Background: an optimization exercise with open tools, aiming at small area, a short achievable clock period and few clock cycles per item. Do not read the settings as production practice.
In this exercise RTL edits were held to simulation tests only and were not proved equivalent to the original.
The clock port is modelled as an ideal driver, which makes a skipped or thinned clock tree look cheaper than it is; a real chip needs a root buffer or a tree.
Power figures rest on the tool's default switching activity, not on a simulated workload.

Setup of wip/quartz:
## desCore
module desCore (
   input logic clk,
   input logic rstN,
   input logic req,
   output logic ack,
   input logic decrypt,
   input logic [desCtrlPkg::BlockW-1:0] block,
   input logic [desCtrlPkg::KeyW-1:0] key,
   output logic [desCtrlPkg::BlockW-1:0] result
);
   localparam int HalfW = desCtrlPkg::HalfW;
   localparam int SubkeyW = desCtrlPkg::SubkeyW;
   logic load;
   logic step;
   logic hold;
   logic shiftOne;
   logic [SubkeyW-1:0] subkey;
   logic [HalfW-1:0] rightHalf;
   logic [HalfW-1:0] fOut;
   desControl uControl (
      .clk(clk),
      .rstN(rstN),
      .req(req),
      .ack(ack),
      .load(load),
      .step(step),
      .hold(hold),
      .shiftOne(shiftOne)
   );
   desKeySchedule uKeySchedule (
      .clk(clk),
      .load(load),
      .shiftOne(shiftOne),
      .decrypt(decrypt),
      .key(key),
      .subkey(subkey)
   );
   desRoundFunction uRoundFunction (
      .rightHalf(rightHalf),
      .subkey(subkey),
      .fOut(fOut)
   );
   desDataPath uDataPath (
      .clk(clk),
      .load(load),
      .step(step),
      .hold(hold),
      .block(block),
      .fOut(fOut),
      .rightHalf(rightHalf),
      .result(result)
   );
endmodule
Size in the first run: roughly 1,400 cells after synthesis, ~130 flip-flops, about 200 I/O pins, roughly 9200 um^2 of cells after synthesis.
==> flow/config.mk <==
export PLATFORM = sky130hd
export DESIGN_NAME = desCore
export DESIGN_NICKNAME = desCore
export VERILOG_FILES = /design/flow/design.v
export SDC_FILE = /design/flow/constraint.sdc
export NUM_CORES = 4
export LEC_CHECK = 0
export ABC_AREA = 1
export CAP_MARGIN = 20
export CORE_MARGIN = 2
export CORE_UTILIZATION = 75
export PLACE_DENSITY = 0.85
export SLEW_MARGIN = 20
==> flow/constraint.sdc <==
create_clock -name core_clock -period 10.0 [get_ports {clk}]
set_input_delay 2.0000 -clock core_clock [delete_from_list [all_inputs] [get_ports {clk}]]
set_output_delay 2.0000 -clock core_clock [all_outputs]
set_load 0.01 [all_outputs]
standard.sh (not shown) runs the stock make flow with config.mk's settings and CLKGATE_MAP_FILE= SYNTH_SCRIPT=/design/flow/synth_recipe.tcl, a recipe that flattens the netlist after the stock synthesis.
==> flow/flow/run.sh <==
#!/bin/bash
# ORFS layout through the standard.sh, with these changes:
#  - synthesis runs flow/synth.tcl (the standard flow's script with the ABC script of
#    flow/logic.abc, no adder extraction, no quick abc pass);
#  - plain buffers on the ports instead of the default delay-cell buffers;
#  - the make variables in flow/make_args (repair targets).
# Each tool's output goes to a log file in this folder.
set -euo pipefail
here=$(pwd)
export MY_ABC_SCRIPT=$here/flow/logic.abc
export BUFFER_PORTS_ARGS="-buffer_cell sky130_fd_sc_hd__buf_2"
sed "s#SYNTH_SCRIPT=[^ ]*#SYNTH_SCRIPT=$here/flow/synth.tcl#" standard.sh > my_standard.sh
bash my_standard.sh $(cat flow/make_args) finish > standard.log 2>&1
==> flow/flow/logic.abc <==
strash
dc2
dch -f
amap
topo
stime -c
==> flow/flow/make_args <==
SETUP_SLACK_MARGIN=7
==> flow/flow/synth.tcl <==
# The standard flow's synthesis (synth_recipe.tcl) with three changes: Yosys's quick
# abc pass inside synth is skipped, half/full adders are not extracted (so
# the final ABC run sees all the logic), and ABC runs the script named in
# MY_ABC_SCRIPT instead of ORFS's area script.
proc synth {args} { yosys synth -nofsm -noshare -noabc {*}$args }
proc extract_fa {args} { }
proc abc {args} {
  set i [lsearch -exact $args -script]
  if {$i >= 0} { lset args [expr {$i + 1}] $::env(MY_ABC_SCRIPT) }
  yosys abc {*}$args
}
source $::env(SCRIPTS_DIR)/synth.tcl
# left out here: clear keep_hierarchy, flatten, clean up, hide names made inside functions, write 1_2_yosys.v
Run status, wip/quartz: aborted in global placement (3_3_place_gp), error GPL-0301
Testbench counts of wip/quartz, summed over its fixed seeds: cycles 7,680, items 384.
#### Input delta (wip/umber over wip/quartz)
# wip/quartz
export LEC_CHECK = 0
export ABC_AREA = 1
export CAP_MARGIN = 20
export CORE_MARGIN = 2
export CORE_UTILIZATION = 75
export PLACE_DENSITY = 0.85
export SLEW_MARGIN = 20
create_clock -name core_clock -period 10.0 [get_ports {clk}]
# wip/umber
export LEC_CHECK = 0
export ABC_AREA = 1
export CAP_MARGIN = 20
export CORE_MARGIN = 2
export CORE_UTILIZATION = 40
export SLEW_MARGIN = 20
create_clock -name core_clock -period 10.0 [get_ports {clk}]
==> flow/flow/make_args <==
SETUP_SLACK_MARGIN=7.4
Results
- As far as synthesized cell count goes, wip/quartz and wip/umber are indistinguishable; the numbers are identical.
- Taking wip/quartz as the reference, in wip/umber row count climbed 38%, die width climbed 41 um, die span in y climbed 41 um.
- Of wip/quartz and wip/umber, only wip/quartz fails to reach the end of the flow.
- Seen in the log of wip/quartz: GPL-0301 during global placement (3_3_place_gp), after which the run never completed.
- Looking at starting density of the core, wip/umber sits below wip/quartz.
- wip/quartz -> wip/umber: area share of and/or/nand/nor cells after synthesis delta 0, exact match
- wip/quartz -> wip/umber: area after synthesis delta 0, exact match
Changes in wip/garnet relative to wip/umber:
# wip/umber
export LEC_CHECK = 0
export ABC_AREA = 1
export CAP_MARGIN = 20
export CORE_MARGIN = 2
export CORE_UTILIZATION = 40
export SLEW_MARGIN = 20
create_clock -name core_clock -period 10.0 [get_ports {clk}]
# wip/garnet
export LEC_CHECK = 0
export ABC_AREA = 1
export CAP_MARGIN = 20
export CORE_MARGIN = 2
export CORE_UTILIZATION = 60
export SLEW_MARGIN = 20
create_clock -name core_clock -period 10.0 [get_ports {clk}]
diff --git a/flow/flow/run.sh b/flow/flow/run.sh
--- a/flow/flow/run.sh
+++ b/flow/flow/run.sh
@@ -6 +6,3 @@
-#  - the make variables in flow/make_args (repair targets).
+#  - the make variables in flow/make_args (repair targets);
+#  - a two-level balanced clock tree (flow/tree_cts.tcl, run as the PRE_CTS hook) in
+#    place of TritonCTS's H-tree.
@@ -10,0 +13 @@
+export PRE_CTS_TCL=$here/flow/tree_cts.tcl
==> flow/flow/make_args <==
SETUP_SLACK_MARGIN=7
==> flow/flow/tree_cts.tcl (new file) <==
set block [ord::get_db_block]
set db [ord::get_db]
set master [$db findMaster sky130_fd_sc_hd__clkbuf_16]
set clk_net [$block findNet clk]
set sinks {}
foreach it [$clk_net getITerms] {
  set bb [[$it getInst] getBBox]
  lappend sinks [list $it [expr {([$bb xMin] + [$bb xMax]) / 2}] [expr {([$bb yMin] + [$bb yMax]) / 2}]]
}
puts "tree_cts: [llength $sinks] clock sinks"

proc bisect {items depth axis} {
  if {$depth == 0} { return [list $items] }
  set sorted [lsort -integer -index $axis $items]
  set h [expr {[llength $sorted] / 2}]
  set next [expr {$axis == 1 ? 2 : 1}]
  return [concat [bisect [lrange $sorted 0 [expr {$h - 1}]] [expr {$depth - 1}] $next] \
                 [bisect [lrange $sorted $h end] [expr {$depth - 1}] $next]]
}

proc centre {pts} {
  set sx 0; set sy 0
  foreach p $pts { incr sx [lindex $p 1]; incr sy [lindex $p 2] }
  return [list [expr {$sx / [llength $pts]}] [expr {$sy / [llength $pts]}]]
}

proc add_buf {block master name in_net x y} {
  set net [odb::dbNet_create $block ${name}_net]
  $net setSigType CLOCK
  set buf [odb::dbInst_create $block $master $name]
  [$buf findITerm A] connect $in_net
  [$buf findITerm X] connect $net
  $buf setLocation $x $y
  $buf setPlacementStatus PLACED
  return $net
}

set leaves [bisect $sinks 3 1]
for {set r 0} {$r < 4} {incr r} {
  set ga [lindex $leaves [expr {2 * $r}]]
  set gb [lindex $leaves [expr {2 * $r + 1}]]
  lassign [centre [concat $ga $gb]] rx ry
  set root_net [add_buf $block $master clkbuf_root_$r $clk_net $rx $ry]
  foreach g [list $ga $gb] k {0 1} {
    lassign [centre $g] lx ly
    set leaf_net [add_buf $block $master clkbuf_leaf_${r}_$k $root_net $lx $ly]
    foreach s $g {
      set it [lindex $s 0]
      $it disconnect
      $it connect $leaf_net
    }
    puts "tree_cts: leaf ${r}_$k drives [llength $g] sinks"
  }
}
$clk_net setSigType CLOCK
global_connect
rename clock_tree_synthesis ""
proc clock_tree_synthesis {args} {
  puts "tree_cts: clock_tree_synthesis skipped (tree built in the PRE_CTS hook)"
  set_propagated_clock [all_clocks]
}
[summary]
wip/umber: no failed stages, no open violations at the end. wip/garnet: done, clean on timing, DRC and antenna. NOTE width of the die wip/umber->wip/garnet decreased by more than 10%. wip/garnet — signed area change from the synthesized netlist to the final layout 36 points lower, wip/umber as reference. Run comparison: wip/garnet destination of the critical timing path uDataPath.rReg[24]$_DFF_P_; wip/umber destination of the critical timing path result[4]. Looking at routed wire length across both flows, wip/garnet is the stronger of the two, with wip/umber trailing. Taking wip/umber as the reference, in wip/garnet total power of the final layout lower; global-route total usage across every layer up 7.2 points.
For wip/amber, these inputs were changed with respect to wip/garnet:
# wip/garnet
export LEC_CHECK = 0
export ABC_AREA = 1
export CAP_MARGIN = 20
export CORE_MARGIN = 2
export CORE_UTILIZATION = 60
export SLEW_MARGIN = 20
create_clock -name core_clock -period 10.0 [get_ports {clk}]
# wip/amber
export LEC_CHECK = 0
export ABC_AREA = 1
export CAP_MARGIN = 20
export CORE_MARGIN = 2
export CORE_UTILIZATION = 40
export SLEW_MARGIN = 20
create_clock -name core_clock -period 10.0 [get_ports {clk}]
diff --git a/flow/flow/run.sh b/flow/flow/run.sh
--- a/flow/flow/run.sh
+++ b/flow/flow/run.sh
@@ -6,3 +6 @@
-#  - the make variables in flow/make_args (repair targets);
-#  - a two-level balanced clock tree (flow/tree_cts.tcl, run as the PRE_CTS hook) in
-#    place of TritonCTS's H-tree.
+#  - the make variables in flow/make_args (repair targets).
@@ -13 +10,0 @@
-export PRE_CTS_TCL=$here/flow/tree_cts.tcl
removed: flow/flow/tree_cts.tcl
Findings:
Wire: wip/amber routes more than wip/garnet. wip/amber vs wip/garnet: power up by more than 10%. Compared to wip/garnet, wip/amber has signal arrival time at the worst endpoint 2160 ps lower. Per the comparison of wip/amber with wip/garnet, sequential share of layout area decreased 0.60 points, final cell count up 117, core outline area grew by 50%, global routing met2 resource utilization -15 points. Higher sequential cell area among wip/garnet and wip/amber: wip/amber. Going from wip/garnet to wip/amber, area of the die grew by more than a quarter. On per-cell routed wire length: between wip/garnet and wip/amber, it ends up lower for wip/garnet.
Input changes introduced in wip/raven (baseline for comparison: wip/amber):
# wip/amber
export LEC_CHECK = 0
export ABC_AREA = 1
export CAP_MARGIN = 20
export CORE_MARGIN = 2
export CORE_UTILIZATION = 40
export SLEW_MARGIN = 20
create_clock -name core_clock -period 10.0 [get_ports {clk}]
# wip/raven
export LEC_CHECK = 0
export ABC_AREA = 1
export CAP_MARGIN = 20
export CORE_MARGIN = 2
export CORE_UTILIZATION = 60
export CTS_CLUSTER_DIAMETER = 500
export CTS_CLUSTER_SIZE = 32
export SLEW_MARGIN = 20
create_clock -name core_clock -period 10.0 [get_ports {clk}]
[summary]
- Worst hold margin: wip/raven vs wip/amber down 15 ps
- Measured against each other, wip/raven and wip/amber differ in routed length on met2, the higher figure coming from wip/amber.
- There was hardly any difference in combinational power between wip/raven and wip/amber.
- Number of diodes was lower in wip/raven than in wip/amber.
- As of wip/raven, maximum frequency had fallen slightly compared to wip/amber.
- Changes observed in wip/raven relative to wip/amber: part of the cycle the worst path needs grew by 0.21 points, final wirelength has decreased, ratio of cells with drive above 1 in the final layout -2.4 points.
- Going from wip/amber to wip/raven, layout overhead on the synthesized area went down 3.7 points, number of nets in the layout went down about 0.5%, total power went down 0.051 mW.
Changes in wip/juniper relative to wip/raven:
# wip/raven
export LEC_CHECK = 0
export ABC_AREA = 1
export CAP_MARGIN = 20
export CORE_MARGIN = 2
export CORE_UTILIZATION = 60
export CTS_CLUSTER_DIAMETER = 500
export CTS_CLUSTER_SIZE = 32
export SLEW_MARGIN = 20
create_clock -name core_clock -period 10.0 [get_ports {clk}]
# wip/juniper
export LEC_CHECK = 0
export ABC_AREA = 1
export CAP_MARGIN = 20
export CORE_MARGIN = 2
export CORE_UTILIZATION = 60
export SLEW_MARGIN = 20
create_clock -name core_clock -period 10.0 [get_ports {clk}]
diff --git a/flow/flow/run.sh b/flow/flow/run.sh
--- a/flow/flow/run.sh
+++ b/flow/flow/run.sh
@@ -6 +6,3 @@
-#  - the make variables in flow/make_args (repair targets).
+#  - the make variables in flow/make_args (repair targets);
+#  - a two-level balanced clock tree (flow/tree_cts.tcl, run as the PRE_CTS hook) in
+#    place of TritonCTS's H-tree.
@@ -10,0 +13 @@
+export PRE_CTS_TCL=$here/flow/tree_cts.tcl
==> flow/flow/make_args <==
SETUP_SLACK_MARGIN=7.2
==> flow/flow/tree_cts.tcl (new file) <==
set block [ord::get_db_block]
set db [ord::get_db]
set master [$db findMaster sky130_fd_sc_hd__clkbuf_16]
set clk_net [$block findNet clk]
set sinks {}
foreach it [$clk_net getITerms] {
  set bb [[$it getInst] getBBox]
  lappend sinks [list $it [expr {([$bb xMin] + [$bb xMax]) / 2}] [expr {([$bb yMin] + [$bb yMax]) / 2}]]
}
puts "tree_cts: [llength $sinks] clock sinks"

proc bisect {items depth axis} {
  if {$depth == 0} { return [list $items] }
  set sorted [lsort -integer -index $axis $items]
  set h [expr {[llength $sorted] / 2}]
  set next [expr {$axis == 1 ? 2 : 1}]
  return [concat [bisect [lrange $sorted 0 [expr {$h - 1}]] [expr {$depth - 1}] $next] \
                 [bisect [lrange $sorted $h end] [expr {$depth - 1}] $next]]
}

proc centre {pts} {
  set sx 0; set sy 0
  foreach p $pts { incr sx [lindex $p 1]; incr sy [lindex $p 2] }
  return [list [expr {$sx / [llength $pts]}] [expr {$sy / [llength $pts]}]]
}

proc add_buf {name in_net x y} {
  global block master
  set net [odb::dbNet_create $block ${name}_net]
  $net setSigType CLOCK
  set buf [odb::dbInst_create $block $master $name]
  [$buf findITerm A] connect $in_net
  [$buf findITerm X] connect $net
  $buf setLocation $x $y
  $buf setPlacementStatus PLACED
  return $net
}

set leaves [bisect $sinks 3 1]
for {set r 0} {$r < 4} {incr r} {
  set ga [lindex $leaves [expr {2 * $r}]]
  set gb [lindex $leaves [expr {2 * $r + 1}]]
  lassign [centre [concat $ga $gb]] rx ry
  set root_net [add_buf clkbuf_root_$r $clk_net $rx $ry]
  foreach g [list $ga $gb] k {0 1} {
    lassign [centre $g] lx ly
    set leaf_net [add_buf clkbuf_leaf_${r}_$k $root_net $lx $ly]
    foreach s $g {
      set it [lindex $s 0]
      $it disconnect
      $it connect $leaf_net
    }
    puts "tree_cts: leaf ${r}_$k drives [llength $g] sinks"
  }
}
$clk_net setSigType CLOCK
global_connect
rename clock_tree_synthesis ""
proc clock_tree_synthesis {args} {
  puts "tree_cts: clock_tree_synthesis skipped (tree built in the PRE_CTS hook)"
  set_propagated_clock [all_clocks]
}
Notes after the runs:
clock tree synthesis (4_1_cts): wip/juniper exited with error. [compare] base=wip/raven new=wip/juniper: worst slack at placement +35 ps; number of cells after detailed placement ~0 delta; number of rows in the core area ~0 delta; half-perimeter wire length after placement +340 um. Compared wip/juniper against wip/raven; x dimension of the die within noise. Weighted congestion reported at the end of routability-driven placement delta (wip/juniper -> wip/raven): insignificant. Diff wip/raven -> wip/juniper: number of cells produced by synthesis roughly the same, mean instance size in the synthesized netlist roughly the same, cell area after placement roughly the same, area after synthesis roughly the same.
In wip/garnet the design's own scripts or RTL, not TritonCTS, make the clock network.

[static timing again, ports no longer ideal]
The flow's constraints put no driver on any port. The routed layouts listed below were extracted and timed again, unchanged, in two steps.
Step 1: set_driving_cell puts a clkbuf_16 on clk and a buf_2 on each other input, an assumption about the parent block.
Step 2 also shifts input and output timing later by t, the mid clock arrival at the registers, as if the neighbouring blocks saw the same clock.
a / b / c = ideal ports / drivers / drivers and shift; a / b = the first two.
run | t (ns) | setup slack, ns | worst setup path at the end | latest minus earliest clock arrival (ns) | worst register clock-pin slew, ns
wip/umber | 0.470 | 7.086 / 7.041 / 6.913 | input to register | 0.011 / 0.011 | 0.06 / 0.06
wip/garnet | 0.370 | 6.957 / 6.911 / 6.733 | input to register | 0.010 / 0.011 | 0.08 / 0.08
wip/amber | 0.472 | 6.994 / 6.948 / 6.574 | input to register | 0.018 / 0.018 | 0.06 / 0.06
wip/raven | 0.476 | 6.973 / 6.930 / 6.608 | input to register | 0.009 / 0.009 | 0.06 / 0.06
After both steps setup and hold are still met in every run listed. For wip/amber, which loses most, drivers alone change the setup slack by -0.046 ns; drivers and shift together by -0.420 ns.
